What follows belongs to an exercise in optimizing a design on an open flow for a short achievable clock period and few clock cycles; a production flow would make more cautious choices.
Only simulation tests tie the RTL to the original design; equivalence was not proved.
Power and IR drop assume default switching activity.

// pipeline_cpu
module pipeline_cpu #(
  parameter logic [32-1:0] PC_INIT = 32'h0000_0000
) (
  input  logic  CLK,
  input  logic  nRST,
  output logic  imem_ren,
  output logic [32-1:0] imem_addr,
  input  logic [32-1:0] imem_load,
  input  logic  ihit,
  output logic  dmem_ren,
  output logic  dmem_wen,
  output logic [32-1:0] dmem_addr,
  output logic [32-1:0] dmem_store,
  input  logic [32-1:0] dmem_load,
  input  logic  dhit,
  output logic  halt
);
  logic [29:0] pc;
  logic        fd_valid;
  logic [31:0] fd_instr;
  logic [29:0] fd_pc, fd_pc4;
  logic        fd_pred;
  logic        x1_valid;
  logic        x1_wen;
  logic [4:0]  x1_dest, x1_rs, x1_rt;
  logic        x1_add, x1_sub, x1_and, x1_or, x1_subr, x1_slt;
  logic        x1_load, x1_store, x1_beq, x1_bne, x1_pred, x1_halt;
  logic        x1_a_zero, x1_b_reg, x1_cand;
  logic [15:0] x1_a_lo, x1_b_lo, x1_bimm_hi;
  logic [29:0] x1_pc, x1_pc4;
  logic [15:0] x1_rs_rf, x1_rt_rf;
  logic [15:0] x1_imm;
  ...
Size in the first run: about 170 I/O pins, roughly 97000 sq um of cells after synthesis.
export LEC_CHECK = 0
export CAP_MARGIN = 20
export CORE_MARGIN = 2
export CORE_UTILIZATION = 40
export SETUP_SLACK_MARGIN = 3.0
export SLEW_MARGIN = 20
export SYNTH_HIERARCHICAL = 1
create_clock -name core_clock -period 5.5 [get_ports {CLK}]
standard.sh (not shown) runs the stock make flow with config.mk's settings and CLKGATE_MAP_FILE= SYNTH_SCRIPT=/design/flow/synth_recipe.tcl, a recipe that flattens the netlist after the stock synthesis.
==> flow/flow/run.sh <==
#!/bin/bash
# Standard layout, except that the port buffers are buf_4 cells instead of the
# smallest buffer the resizer would pick. Every tool's output goes to a log here.
set -e
cp standard.sh standard_sh_copy.log
export BUFFER_PORTS_ARGS="-buffer_cell sky130_fd_sc_hd__buf_4"
bash standard.sh > standard_flow.log 2>&1
Testbench counts at the start, summed over its fixed seeds: cycles 68,003.
Change:
--- a/flow/design.v
+++ b/flow/design.v
@@ -70,71 +70,68 @@
     regbits_t dest;
     word_t    wdat;
     logic     halt;
   } mw_t;
 endpackage
 module fetch_incr (
   input  logic [29:0] pc,
   output logic [29:0] pc4,
-  output logic [23:0] hi_p1,
-  output logic [23:0] hi_m1
+  output logic [21:0] hi_p1,
+  output logic [21:0] hi_m1
 );
   ks_inc #(.W(30))         u_pc4 (.x(pc), .s(pc4));
-  ks_inc #(.W(24))         u_p1  (.x(pc[29:6]), .s(hi_p1));
-  ks_inc #(.W(24), .DEC(1)) u_m1  (.x(pc[29:6]), .s(hi_m1));
+  ks_inc #(.W(22))         u_p1  (.x(pc[29:8]), .s(hi_p1));
+  ks_inc #(.W(22), .DEC(1)) u_m1  (.x(pc[29:8]), .s(hi_m1));
 endmodule
-module fetch_next #(
-  parameter int PART = 0
-) (
+module fetch_next (
   input  logic [29:0] pc,
   input  logic [29:0] pc4,
-  input  logic [23:0] hi_p1,
-  input  logic [23:0] hi_m1,
+  input  logic [21:0] hi_p1,
+  input  logic [21:0] hi_m1,
   input  logic [31:0] instr,
   input  logic        ihit,
   input  logic        stall,
   input  logic        halt,
   input  logic        mispredict,
   input  logic [29:0] alt,
   output logic [29:0] pc_next,
   output logic        redir
 );
   logic [5:0]  op;
   logic        is_j, is_beq, is_bne, rseq, pred, short_off, adv;
-  logic [7:0]  lo;
-  logic [23:0] hi_sel;
+  logic [9:0]  lo;
+  logic [21:0] hi_sel;
   logic [29:0] btgt, jtgt;
   logic        s_j, s_b, s_seq, s_hold;
-  logic [29:0] pc_own, pc_all;
+  logic [29:0] pc_own;
   assign op        = instr[31:26];
   assign is_j      = (op == 6'h02);
   assign is_beq    = (op == 6'h04);
   assign is_bne    = (op == 6'h05);
   assign rseq      = (instr[25:21] == instr[20:16]);
   assign pred      = (is_beq & rseq) | (is_bne & ~rseq);
-  assign short_off = (instr[15:5] == 11'h000) | (instr[15:5] == 11'h7ff);
+  assign short_off = (instr[15:7] == 9'h000) | (instr[15:7] == 9'h1ff);
   assign redir     = pred & short_off;
-  ks_add #(.W(6), .CI(1)) u_lo (.x(pc[5:0]), .y(instr[5:0]), .cin(1'b1), .s(lo[6:1]),
-                                 .cout(lo[7]));
+  ks_add #(.W(8), .CI(1)) u_lo (.x(pc[7:0]), .y(instr[7:0]), .cin(1'b1), .s(lo[8:1]),
+                                 .cout(lo[9]));
   assign lo[0]   = 1'b0;
-  assign hi_sel  = ({24{~instr[5] &  lo[7]}} & hi_p1) |
-                   ({24{ instr[5] & ~lo[7]}} & hi_m1) |
-                   ({24{~(instr[5] ^ lo[7])}} & pc[29:6]);
-  assign btgt    = {hi_sel, lo[6:1]};
+  assign hi_sel  = ({22{~instr[7] &  lo[9]}} & hi_p1) |
+                   ({22{ instr[7] & ~lo[9]}} & hi_m1) |
+                   ({22{~(instr[7] ^ lo[9])}} & pc[29:8]);
+  assign btgt    = {hi_sel, lo[8:1]};
   assign jtgt    = {pc4[29:26], instr[25:0]};
   assign adv     = ihit & ~stall & ~halt;
   assign s_j     = adv & is_j;
   assign s_b     = adv & ~is_j & redir;
   assign s_seq   = adv & ~is_j & ~redir;
   assign s_hold  = ~adv;
   assign pc_own  = ({30{s_j}} & jtgt) | ({30{s_b}} & btgt) |
                    ({30{s_seq}} & pc4) | ({30{s_hold}} & pc);
-  assign pc_all  = mispredict ? alt : pc_own;
-  assign pc_next = PART ? {pc_all[29:8], 8'd0} : {22'd0, pc_all[7:0]};
+  assign pc_next = mispredict ? alt : pc_own;
 endmodule
 module decode_ctl (
   input  logic [31:0] instr,
   output logic        add,
   output logic        sub,
   output logic        and_op,
   output logic        or_op,
   output logic        subr,
@@ -392,35 +389,27 @@
   logic        halt_i;
   logic        redir_r, redir_any;
   logic [29:0] redir_pc;
   logic        early;
   logic        d_stall;
   logic        mispredict;
   logic [31:0] m_wdata;
   logic [29:0] pc4, pc_next;
-  logic [23:0] pc_hi_p1, pc_hi_m1;
+  logic [21:0] pc_hi_p1, pc_hi_m1;
   logic        f_redir;
   logic        nren;
   assign imem_ren  = ~nren;
   assign imem_addr = {pc, 2'b00};
   fetch_incr u_incr (.pc, .pc4, .hi_p1(pc_hi_p1), .hi_m1(pc_hi_m1));
-  logic [29:0] pc_next_lo, pc_next_hi;
-  logic        f_redir_hi;
-  fetch_next #(.PART(0)) u_next_lo (
-    .pc, .pc4, .hi_p1(pc_hi_p1), .hi_m1(pc_hi_m1), .instr(imem_load), .ihit,
-    .stall(d_stall), .halt(halt_i), .mispredict(redir_any), .alt(redir_pc),
-    .pc_next(pc_next_lo), .redir(f_redir)
-  );
-  fetch_next #(.PART(1)) u_next_hi (
+  fetch_next u_next (
     .pc, .pc4, .hi_p1(pc_hi_p1), .hi_m1(pc_hi_m1), .instr(imem_load), .ihit,
     .stall(d_stall), .halt(halt_i), .mispredict(redir_any), .alt(redir_pc),
-    .pc_next(pc_next_hi), .redir(f_redir_hi)
+    .pc_next, .redir(f_redir)
   );
-  assign pc_next = {pc_next_hi[29:8], pc_next_lo[7:0]};
   assign redir_r   = rp_r | misp_r;
   assign redir_any = redir_r | early;
   assign redir_pc  = rp_r ? rp_pc : misp_r ? alt_r : x1_pc4;
   always_ff @(posedge CLK or negedge nRST) begin
     if (!nRST) begin
       pc <= PC_INIT[31:2];
     end else begin
       pc <= pc_next;
Effect: Die area shrinks by 0.44%; global-route usage shrinks by 0.33 points; worst setup slack is better by 0.15 ns; clock power stays flat; worst hold slack is worse by 0.050 ns; cell count shrinks by 1.0%.
Testbench counts after the change, summed over its fixed seeds: cycles 68,003.

-- port drivers added, routing unchanged --
How much do the figures lean on ideal ports? The routed layouts below were timed once more, with nothing changed but the port constraints. Step 1 (the two cells are an assumption about what drives the block):
set clk [get_ports {CLK}]
set_driving_cell -lib_cell sky130_fd_sc_hd__clkbuf_16 $clk
set_driving_cell -lib_cell sky130_fd_sc_hd__buf_2 [delete_from_list [all_inputs] $clk]
Step 2, shift: input delay + t, output delay - t, t = (earliest + latest rising clock arrival at the registers) / 2. This alone moves slack from input paths to output paths. Three values: ideal ports, drivers, drivers and shift; two values: the first two.
run | t, ns | setup slack, ns | hold WS [ns]
the first run | 0.945 | 2.609 / 2.609 / 1.867 | 0.272 / 0.215 / 0.283
the second run | 0.986 | 2.760 / 2.656 / 1.755 | 0.222 / 0.168 / 0.304
After both steps every run listed still meets setup and hold. The setup slack of the second run, which loses most, moves by -0.104 ns with the drivers and by -1.005 ns with both steps.
